Background: an optimization exercise with open tools, aiming at a short achievable clock period and few clock cycles. Do not read the settings as production practice. Function was checked by simulation only, so behaviour that the tests miss may differ from the original. Power figures rest on the tool's default switching activity, not on a simulated workload.

$ cat flow/config.mk
export PLATFORM = sky130hd
export DESIGN_NAME = cache_top
export DESIGN_NICKNAME = cache_top
export VERILOG_FILES = /design/flow/design.v
export SDC_FILE = /design/flow/constraint.sdc
export NUM_CORES = 4
export LEC_CHECK = 0
export ABC_CLOCK_PERIOD_IN_PS = 2500
export CAP_MARGIN = 20
export CORE_MARGIN = 2
export CORE_UTILIZATION = 55
export SETUP_SLACK_MARGIN = 2.85
export SLEW_MARGIN = 20
export SYNTH_HIERARCHICAL = 1
export SYNTH_MINIMUM_KEEP_SIZE = 0
export TNS_END_PERCENT = 100
$ cat flow/constraint.sdc
create_clock -name core_clock -period 5.8 [get_ports {clk}]
set_input_delay 1.1600 -clock core_clock [delete_from_list [all_inputs] [get_ports {clk}]]
set_output_delay 1.1600 -clock core_clock [all_outputs]
set_load 0.01 [all_outputs]
$ cat flow/design.v
package cache_pkg;
    localparam int ADDR_W = 32;
    localparam int DATA_W = 32;
    typedef enum logic [1:0] {
        SIZE_BYTE = 2'b00,
        SIZE_HALF = 2'b01,
        SIZE_WORD = 2'b10
    } size_t;
    typedef enum logic [2:0] {
        ST_IDLE,
        ST_LOOKUP,
        ST_EVICT,
        ST_WAIT_DRAIN,
        ST_REFILL,
        ST_FINISH
    } ctrl_state_t;
    typedef struct packed {
        logic [ADDR_W-3:0] waddr;
        logic [DATA_W-1:0] data;
    } evict_t;
    function automatic logic [3:0] apply_size(size_t size, logic [1:0] off);
        case (size)
            2'b00:     apply_size = 4'b0001 << off;
            2'b01:     apply_size = off[1] ? 4'b1100 : 4'b0011;
            default:   apply_size = 4'b1111;
        endcase
    endfunction
endpackage
module cell_aoi22 (
    input  logic a,
    input  logic b,
    input  logic c,
    input  logic d,
    output logic y
);
    assign y = ~((a & b) | (c & d));
endmodule
module cell_nand3 (
    input  logic a,
    input  logic b,
    input  logic c,
    output logic y
);
    assign y = ~(a & b & c);
endmodule
module cell_nand2 (
    input  logic a,
    input  logic b,
    output logic y
);
    assign y = ~(a & b);
endmodule
module cell_mux2 (
    input  logic s,
    input  logic a1,
    input  logic a0,
    output logic y
);
    assign y = s ? a1 : a0;
endmodule
module cell_dff (
    input  logic clk,
    input  logic rst,
    input  logic d,
    output logic q
);
    always_ff @(posedge clk) begin
        if (rst) q <= 1'b0;
        else     q <= d;
    end
endmodule
module cache_rd_mux (
    input  logic [511:0] words,
    input  logic [3:0]   idx,
    input  logic [1:0]   off,
    output logic [31:0]  y
);
    logic [31:0] w;
    assign w = words[32*idx +: 32];
    assign y = w >> {off, 3'b000};
endmodule
module cache_top (
    input  logic        clk,
    input  logic        rst,
    input  logic        psel,
    input  logic        penable,
    input  logic        pwrite,
    input  logic [31:0] paddr,
    input  logic [31:0] pwdata,
    input  logic [1:0]  psize,
    output logic [31:0] prdata,
    output logic        pready,
    output logic        pslverr,
    output logic        m_psel,
    output logic        m_penable,
    output logic        m_pwrite,
    output logic [31:0] m_paddr,
    output logic [31:0] m_pwdata,
    input  logic [31:0] m_prdata,
    input  logic        m_pready
);
    localparam int NE = 8;    
    logic [15:0] valid;
    logic [15:0] dirty;
    logic [25:0] tag_mem  [16];
    logic [31:0] data_mem [16];
    logic [3:0]  idx;
    logic [25:0] atag;
    logic [1:0]  off;
    logic [3:0]  lanes;
    logic [31:0] wsh;
    assign idx   = paddr[5:2];
    assign atag  = paddr[31:6];
    assign off   = paddr[1:0];
    assign lanes = cache_pkg::apply_size(cache_pkg::size_t'(psize), off);
    assign wsh   = pwdata << {off, 3'b000};
    function automatic logic [31:0] merge(input logic [31:0] old, input logic [31:0] d,
                                          input logic [3:0] m);
        for (int i = 0; i < 4; i++) merge[8*i +: 8] = m[i] ? d[8*i +: 8] : old[8*i +: 8];
    endfunction
    logic [15:0] dec;
    logic [15:0] eq;
    logic        hit;
    logic        vdirty;
    logic [31:0] line;
    logic [25:0] vtag;
    always_comb begin
        for (int i = 0; i < 16; i++) begin
            dec[i] = (idx == 4'(i));
            eq[i]  = valid[i] && (tag_mem[i] == atag);
        end
    end
    assign hit    = |(dec & eq);
    assign vdirty = |(dec & valid & dirty);
    assign line   = data_mem[idx];
    logic [511:0] words;
    logic [31:0]  hit_rdata;
    for (genvar i = 0; i < 16; i++) begin : g_words
        assign words[32*i +: 32] = data_mem[i];
    end
    cache_rd_mux u_rd (.words(words), .idx(idx), .off(off), .y(hit_rdata));
    assign vtag   = tag_mem[idx];
    logic c_hit;       
    logic c_miss;      
    logic c_wait;      
    logic c_fwd;       
    logic c_chk;       
    logic pv;          
    logic [31:0] rdata_q;
    logic [31:0] fwd_word;
    logic        st_pend;   
    logic        po_pend;   
    logic [15:0] ln_q;      
    logic [15:0] pf_dec;    
    logic [25:0] st_tag;
    logic [29:0] pa_q;      
    logic [29:0] vic_addr;  
    logic [31:0] vic_data;
    logic        pf_chk;    
    logic [31:0] st_word;
    logic        pf_v;
    logic        pf_req;    
    logic        pf_fwd;
    logic [31:0] pf_word;
    logic [3:0]  pf_idx;
    logic [3:0]  pf_mask;
    logic [29:0] pf_addr;
    logic try;
    logic [29:0] e_addr [NE];
    logic [31:0] e_data [NE];
    logic [$clog2(NE+1)-1:0] e_cnt;
    logic        pop;
    logic        push;
    logic        b_busy;     
    logic        b_acc;      
    logic        b_wr;
    logic        b_pf;       
    logic [29:0] b_raddr;    
    logic [29:0] b_waddr;    
    logic        b_free;
    logic        q_cpuacc;   
    logic        q_prdy;     
    logic        q_pfacc;    
    logic        q_wracc;    
    logic        nx_cpuacc;
    logic        nx_pfacc;
    logic        nx_wracc;
    logic        pf_done;
    logic        cpu_done;
    logic        rd_req;     
    assign b_free   = !b_busy || (b_acc && m_pready);
    assign pf_done  = q_pfacc && m_pready;
    assign cpu_done = q_cpuacc && m_pready;
    assign pop      = q_wracc && m_pready;
    assign nx_pfacc = b_busy && !b_free && !b_wr && b_pf;
    assign nx_wracc = b_busy && !b_free && b_wr;
    logic [$clog2(NE+1)-1:0] cnt_after_pop;
    logic room;
    assign cnt_after_pop = e_cnt - pop;
    assign room          = (cnt_after_pop != NE);
    logic pf_free;      
    assign pf_free = !pf_v || pf_done;
    assign try   = (psel && !penable && !c_hit && !c_miss && !c_wait) || c_wait;
    logic        fmatch;
    logic [31:0] fdata;
    assign push = pv && room;
    localparam int NC = 15;
    logic [NC-1:0] nc [2];
    logic [NC-1:0] nc_sel;
    for (genvar H = 0; H < 2; H++) begin : g_dec
        logic h;
        logic blk, lk, lh, lm, po, rm, rdp, wrd, wok, pfw, spf, srd, swb;
        assign h   = 1'(H);
        assign blk = pf_v && ((idx == pf_idx) || (pwrite && !h && !pf_done));
        assign lk  = try && !blk;
        assign lh  = lk && h;
        assign lm  = lk && !h;
        assign po  = lm && pwrite && (!vdirty || room);
        assign rm  = lm && !po;
        assign rdp = rm || rd_req;
        assign wrd = rdp && !(rm && vdirty && !room) && !(pv && !room) && !(pf_v && !pf_done);
        assign wok = (cnt_after_pop != 0) && (lh || !psel || pv || (cnt_after_pop >= NE - 1));
        assign pfw = po || pf_req;
        assign spf = b_free && pfw;
        assign srd = b_free && !pfw && wrd;
        assign swb = b_free && !pfw && !wrd && wok;
        assign nc[H] = rst ? '0 : {
            try && blk,                                    
            lh || po || (c_fwd && cpu_done && !q_prdy),    
            lh && pwrite,                                  
            po,                                            
            rm,                                            
            rm ? 1'b1 : (cpu_done ? 1'b0 : c_miss),        
            rm ? 1'b0 : (c_chk ? fmatch : c_fwd),          
            (lm && vdirty) ? 1'b1 : (push ? 1'b0 : pv),    
            po ? 1'b1 : (pf_done ? 1'b0 : pf_v),           
            po ? 1'b0 : (pf_chk ? fmatch : pf_fwd),        
            pfw && !spf,                                   
            rdp && !srd,                                   
            b_free ? (spf || srd || swb) : b_busy,         
            b_free ? swb : b_wr,                           
            b_free ? spf : b_pf                            
        };
    end
    for (genvar i = 0; i < NC; i++) begin : g_nc
        cell_mux2 u_m (.s(hit), .a1(nc[1][i]), .a0(nc[0][i]), .y(nc_sel[i]));
    end
    logic [3:0] wsel;
    for (genvar k = 0; k < 4; k++) begin : g_wsel
        cell_dff u_q (.clk(clk), .rst(rst), .d(nc_sel[1]), .q(wsel[k]));
    end
    logic       nx_fwd;
    logic       nx_rq;
    logic [31:0] rdata_nx;
    logic [31:0] rzn;         
    always_comb begin
        fmatch = 1'b0;
        fdata  = e_data[0];
        for (int i = 0; i < NE; i++) begin
            if (i < e_cnt && e_addr[i] == pa_q) begin
                fmatch = 1'b1;
                fdata  = e_data[i];
            end
        end
    end
    logic [31:0] fill_base;
    logic [31:0] fill_word;
    assign fill_base = c_fwd ? fwd_word : m_prdata;
    assign fill_word = pwrite ? merge(fill_base, wsh, lanes) : fill_base;
    logic [31:0] pf_base;
    assign pf_base = pf_fwd ? pf_word : m_prdata;
    always_ff @(posedge clk) begin
        if (rst) begin
            valid   <= '0;
            dirty   <= '0;
            pf_chk  <= 1'b0;
            e_cnt   <= '0;
            b_acc   <= 1'b0;
        end else begin
            for (int i = 0; i < 16; i++) begin
                if (ln_q[i] && (st_pend || po_pend)) begin
                    valid[i] <= 1'b1;
                    dirty[i] <= 1'b1;
                end else if (ln_q[i] && cpu_done) begin
                    valid[i] <= 1'b1;
                    dirty[i] <= pwrite;
                end
            end
            pf_chk <= nc_sel[11];    
            e_cnt <= cnt_after_pop + push;
            b_acc <= !b_free;
        end
    end
    always_ff @(posedge clk) begin
        {c_wait, c_hit, st_pend, po_pend, c_chk, c_miss, c_fwd, pv, pf_v, pf_fwd,
         pf_req, rd_req, b_busy, b_wr, b_pf} <= nc_sel;
    end
    always_ff @(posedge clk) begin
        rdata_q <= rdata_nx;
        rzn     <= nx_rq ? ~rdata_nx : '1;
        for (int i = 0; i < 16; i++) ln_q[i] <= (idx == 4'(i));
        st_tag  <= atag;
        st_word <= merge(line, wsh, lanes);
        pa_q    <= paddr[31:2];
        vic_addr <= {vtag, idx};
        vic_data <= line;
        if (c_chk) fwd_word <= fdata;
        if (pf_chk) pf_word <= fdata;
        if (try && pf_free) begin
            for (int i = 0; i < 16; i++) pf_dec[i] <= (idx == 4'(i));
            pf_idx  <= idx;
            pf_mask <= lanes;
            pf_addr <= paddr[31:2];
        end
        for (int i = 0; i < 16; i++) begin
            if (ln_q[i] && (st_pend || po_pend)) data_mem[i] <= st_word;
            else if (ln_q[i] && cpu_done)        data_mem[i] <= fill_word;
            else if (pf_dec[i] && pf_done)       data_mem[i] <= merge(pf_base, data_mem[i], pf_mask);
            if (ln_q[i] && po_pend)       tag_mem[i] <= st_tag;
            else if (ln_q[i] && cpu_done) tag_mem[i] <= st_tag;
        end
        if (pop) begin
            for (int i = 0; i < NE - 1; i++) begin
                e_addr[i] <= e_addr[i+1];
                e_data[i] <= e_data[i+1];
            end
        end
        if (push) begin
            e_addr[cnt_after_pop] <= vic_addr;
            e_data[cnt_after_pop] <= vic_data;
        end
        if (b_free) begin
            b_raddr <= pf_req ? pf_addr : paddr[31:2];
            b_waddr <= pop ? e_addr[1] : e_addr[0];
        end
    end
    assign nx_cpuacc = b_busy && !b_free && !b_wr && !b_pf;
    assign nx_fwd    = c_chk ? fmatch : c_fwd;
    assign nx_rq     = !(nx_cpuacc && !nx_fwd);
    always_comb begin
        rdata_nx = rdata_q;
        if (c_fwd) rdata_nx = fwd_word >> {off, 3'b000};
        if (try)   rdata_nx = hit_rdata;
    end
    always_ff @(posedge clk) begin
        if (rst) begin
            q_cpuacc <= 1'b0;
            q_prdy   <= 1'b0;
            q_pfacc  <= 1'b0;
            q_wracc  <= 1'b0;
        end else begin
            q_cpuacc <= nx_cpuacc;
            q_prdy   <= nx_cpuacc && !(c_chk && fmatch);
            q_pfacc  <= nx_pfacc;
            q_wracc  <= nx_wracc;
        end
    end
    logic [3:0] qm [4];
    for (genvar b = 0; b < 4; b++) begin : g_qlane
        for (genvar k = 0; k < 4; k++) begin : g_qk
            if (k <= 3 - b) begin : g_q
                cell_dff u_q (.clk(clk), .rst(rst), .d(nx_cpuacc && !nx_fwd && (off == 2'(k))),
                              .q(qm[b][k]));
            end else begin : g_z
                assign qm[b][k] = 1'b0;
            end
        end
    end
    logic [31:0] pr_n1;
    logic [15:0] pr_n2;
    for (genvar j = 0; j < 32; j++) begin : g_pr
        if (j < 24) begin : g_lo
            cell_aoi22 u_n1 (.a(qm[j/8][0]), .b(m_prdata[j]), .c(qm[j/8][1]), .d(m_prdata[j+8]),
                             .y(pr_n1[j]));
        end else begin : g_hi
            cell_nand2 u_n1 (.a(qm[j/8][0]), .b(m_prdata[j]), .y(pr_n1[j]));
        end
        if (j < 8) begin : g_b0
            cell_aoi22 u_n2 (.a(qm[j/8][2]), .b(m_prdata[j+16]), .c(qm[j/8][3]), .d(m_prdata[j+24]),
                             .y(pr_n2[j]));
            cell_nand3 u_o (.a(pr_n1[j]), .b(pr_n2[j]), .c(rzn[j]), .y(prdata[j]));
        end else if (j < 16) begin : g_b1
            cell_nand2 u_n2 (.a(qm[j/8][2]), .b(m_prdata[j+16]), .y(pr_n2[j]));
            cell_nand3 u_o (.a(pr_n1[j]), .b(pr_n2[j]), .c(rzn[j]), .y(prdata[j]));
        end else begin : g_b23
            cell_nand2 u_o (.a(pr_n1[j]), .b(rzn[j]), .y(prdata[j]));
        end
    end
    assign pready  = c_hit || (q_prdy && m_pready);
    assign pslverr = 1'b0;
    assign m_psel    = b_busy;
    assign m_penable = b_acc;
    assign m_pwrite  = b_wr;
    for (genvar i = 0; i < 30; i++) begin : g_ma
        assign m_paddr[i+2] = wsel[i/8] ? b_waddr[i] : b_raddr[i];
    end
    assign m_paddr[1:0] = 2'b00;
    assign m_pwdata  = e_data[0];
endmodule
$ cat flow/flow/run.sh
#!/bin/bash
set -euo pipefail
export BUFFER_PORTS_ARGS="-buffer_cell sky130_fd_sc_hd__buf_6"
bash standard.sh > standard_flow.log 2>&1
$ cat flow/standard.sh
#!/bin/bash
# synth_recipe.tcl (not shown) runs the flow's synth.tcl, then flattens the netlist and writes it again
# the make line also repeats each setting of config.mk as NAME=value (left out here)
make -C /OpenROAD-flow-scripts/flow DESIGN_CONFIG=/design/flow/config.mk WORK_HOME=/design/flow/orfs CLKGATE_MAP_FILE= SYNTH_SCRIPT=/design/flow/synth_recipe.tcl "${@:-finish}"
==> results.sh <==
export IMPL_synth_seq_cells=1869
export IMPL_die_height_um=419.1
export IMPL_endpoint_kind="output pin"
export IMPL_grt_usage_pct=47.93
export IMPL_route_vias_total=77020
export IMPL_wl_per_cell_um=43.51
export IMPL_rsz0062_at_grt="true"
export IMPL_layout_min_cycle_time_ns=3.066
export IMPL_netlist_top_cells_count="edfxtp_1 (1568), mux2_2 (604), xor2_1 (455), clkbuf_1 (446), nand2_1 (445)"
export IMPL_path_cells="mux2_4 -> buf_6"
export IMPL_holdBufCountCts=0
export IMPL_startpoint_type="flip-flop"
export IMPL_netlist_area_um2=94760
export IMPL_worstSetupPathType="flip-flop to output pin"
export IMPL_reg2reg_slack_ns=2.78
export IMPL_ctsHtreeMaxLevel=4
export IMPL_grt_pass1_wl_um=581200
export IMPL_antenna_left=0
export IMPL_dr_pass1_iters=14
export IMPL_numPortBuffers=201
export IMPL_dp_cells=9504
export IMPL_hp_start="dirty[2]"
export IMPL_total_power_mw=31.94
export IMPL_synth_most_common_cell="edfxtp_1"
export IMPL_first_iter_violations=14970
export IMPL_worst_path_max_delay_cell="dfxtp_4"
export IMPL_overflow=0
export IMPL_die_area_um2=175600
export IMPL_grt_start_max_net_pins=70
export IMPL_timing_hold_ws_ns=0.4965
export IMPL_reg2regPathDepth=8
export IMPL_status="timing/DRC/antenna clean"
export IMPL_drive_above_1_share_pct=25.81
export IMPL_dpl_hpwl_um=276900
export IMPL_fin_area_um2=109200
export IMPL_hold_depth=2
export IMPL_post_route_period_util_pct=52.87
export IMPL_fin_nets=7621
export IMPL_numCtsBuffers=198
export IMPL_slew_headroom_pct=8.330
export IMPL_hold_class="flip-flop to flip-flop"
export IMPL_synth_async_sr_flop_share_pct=0
export IMPL_io_pins=205
export IMPL_cp_data_arrival_time_ns=1.91
export IMPL_hold_viol=0
export IMPL_r2r_start="q_wracc"
export IMPL_drc=0
export IMPL_cts_tree="yes"
export IMPL_synth_flop_cell="edfxtp_1"
export IMPL_path_clk_slew_ns=0.06
export IMPL_synth_warnings=16
export IMPL_core_area_um2=171400
export IMPL_dpl_worst_slack_ns=1.397
export IMPL_peakVddDrop_uv=342.4
export IMPL_insertion_delay_ns=0.89
export IMPL_clock_path_buffers=3
export IMPL_synthDistinctLibCells=95
export IMPL_setup_viol=0
export IMPL_setup_tns_ns=0
export IMPL_avgSynthCellArea_um2=12.71
export IMPL_drt_met1_wl_um=147600
export IMPL_place_gp_congestion=1.038
export IMPL_fin_worst_skew_ns=0.03107
export IMPL_final_util_pct=63.75
export IMPL_die_width_um=419.1
export IMPL_route_met2_wl_um=179000
export IMPL_cap_violations=0
export IMPL_vias_per_cell=7.693
export IMPL_yosys_area_top_type="edfxtp_1"
export IMPL_fmax_mhz=326.1
export IMPL_rr_endpoint="e_data[3][16]"
export IMPL_top_layer_used="met5"
export IMPL_slew_viol_final=0
export IMPL_ys_top_cells_by_area="edfxtp_1 (50%), mux2_2 (7.2%), dfxtp_1 (6.4%), xor2_1 (4.2%), a221o_1 (2.7%)"
export IMPL_power_density_nw_per_um2=292.4
export IMPL_critPathMaxStageDelay_ns=0.51
export IMPL_seq_area_frac_synth_pct=56.05
export IMPL_start_util_pct=55.30
export IMPL_path_max_fanout=8
export IMPL_cts_root_buf="clkbuf_16"
export IMPL_postSynthCellCount=7457
export IMPL_rows=152
export IMPL_wirelength_um=435600
export IMPL_dr_wl_met3_um=64730
export IMPL_grt_pass1_vias=72030
export IMPL_worstPathRequired_ns=4.64
export IMPL_antenna_found_initial=10
export IMPL_synth_edf_count=1568
export IMPL_power_leakage_nw=37.22
export IMPL_min_to="dirty[2]"
export IMPL_fin_ws_ns=2.734
export IMPL_syn_to_final_growth_pct=15.28
export IMPL_yosysTopAreaCellShare_pct=49.69
export IMPL_dpl_cell_area_um2=99470
export IMPL_tightest_slew_ns=1.374
export IMPL_numClockSinks=1869
export IMPL_instances_no_fill=10010
-- final cells by class --
cell class,count,area (um2)
Clock inverter,100,993.5
Clock buffer,270,5497
Multi-Input combinational cell,4836,40320
Antenna cell,18,45.04
Inverter,28,116.4
Sequential cell,1869,53250
Tap cell,2310,2890
Timing Repair Buffer,581,6125
Fill cell,13120,62120
-- where the power goes --
group	switching (mW)	internal [mW]	leakage, nW	total, mW
logic	2.16	1.17	17.3	3.33
clock network	5.65	7.42	3.15	13.1
registers	0.652	14.9	16.8	15.5
total	8.46	23.5	37.2	31.9
-- per-layer routing --
metal / global-route usage [%] / vias to the layer above
met2: 68.02 / 7585
met3: 16.10 / 2014
met4: 37.41 / 10
met5: 0.1111 / -
met1: 60.04 / 38120
li1: - / 29300
-- per-module statistics from Yosys (local to each module, per instance) --
module / area [um2] / times used / cells inside
cache_top: 88560 / 1 / 6852
cache_rd_mux: 4898 / 1 / 482
cell_dff: 33.78 / 14 / 2
cell_mux2: 15.01 / 15 / 1
cell_aoi22: 12.51 / 32 / 1
cell_nand3: 5.005 / 16 / 1
cell_nand2: 3.754 / 32 / 1
-- worst max-delay path by stage --
stage | from | to | slack [ns] | cells past startpoint
after floorplan | m_pready | e_addr[4][0] | 2.06 | 9
after global placement | paddr[4] | g_wsel[1].u_q.q | 1.40 | 11
after detailed placement | paddr[4] | g_wsel[2].u_q.q | 1.40 | 11
after CTS | po_pend | data_mem[3][25] | 2.60 | 7
after global routing | g_wsel[0].u_q.q | m_paddr[7] | 2.73 | 2
final | g_wsel[0].u_q.q | m_paddr[7] | 2.73 | 2
-- cell families after synthesis --
kind of cell             after synthesis  share of synthesized area, %
AND/OR/NAND/NOR                     1624                         8.673
AO/OA/AOI/OAI                       1625                         14.03
other                                  1                      0.003957
flip-flops                          1869                         56.05
buffers and inverters                770                         3.673
adder cells (fa/ha/maj)                3                       0.03962
XOR/XNOR                             668                         6.174
multiplexers                         897                         11.35
-- cells in the final DEF (no fill, tap or decap), drive strengths merged, types with 33 or more instances in the layout --
cell	Yosys	routed
o221ai	265	265
xnor2	213	213
mux2	623	623
buf	295	566
a221oi	61	61
xor2	455	455
nand4	166	166
clkinv	2	74
nand4b	33	33
nor4	157	157
and2	43	46
nand2	445	448
o22ai	51	51
o221a	38	38
dfxtp	301	301
a21o	96	96
a22o	91	91
o22a	59	59
a31oi	50	50
o21ai	106	106
a221o	256	256
mux4	74	74
clkbuf	446	281
mux2i	200	200
nor2b	83	83
o211ai	40	41
nor2	430	432
nand3	146	146
edfxtp	1568	1568
a22oi	341	341
a21oi	113	113
-- registers in the layout (all words and copies together), names as in the netlist, 25 cells and up --
signal	count
e_data	256
pa_q	25
fwd_word	32
pf_addr	27
data_mem	512
tag_mem	416
pf_word	32
b_waddr	30
b_raddr	30
rdata_q	32
rzn	32
st_word	32
vic_data	32
vic_addr	30
e_addr	240
-- critical path: cells and delay by family (launching register included) --
kind | cells | cell delay (ns)
buffers and inverters | 1 | 0.14
flip-flops | 1 | 0.51
multiplexers | 1 | 0.39
-- what timing repair did --
item | CTS | global route
setup endpoints to repair | 1565 | 1190
buffers inserted | 49 | 40
pin swaps | 28 | 61
gates cloned | 13 | 14
gates resized for setup | 239 | 193
Testbench counts, summed over its fixed seeds: cycles 15,856.

what the ideal ports hide:
Ports are ideal in the flow. The routed layout listed here was re-timed in OpenROAD.
Step 1: set_driving_cell puts a clkbuf_16 on clk and a buf_2 on each other input, an assumption about the parent block.
Step 2 also shifts input and output timing later by t, the mid clock arrival at the registers, as if the neighbouring blocks saw the same clock.
a / b / c = ideal / step 1 / step 2; a / b = the first two.
t, ns: 0.967
setup slack, ns: 2.734 / 2.454 / 1.487
worst hold slack (ns): 0.497 / 0.453 / 0.497
pins driven straight from the clock port: 1
After both steps setup and hold are still met in this run. The setup slack of this run moves by -0.280 ns with the drivers and by -1.247 ns with both steps.
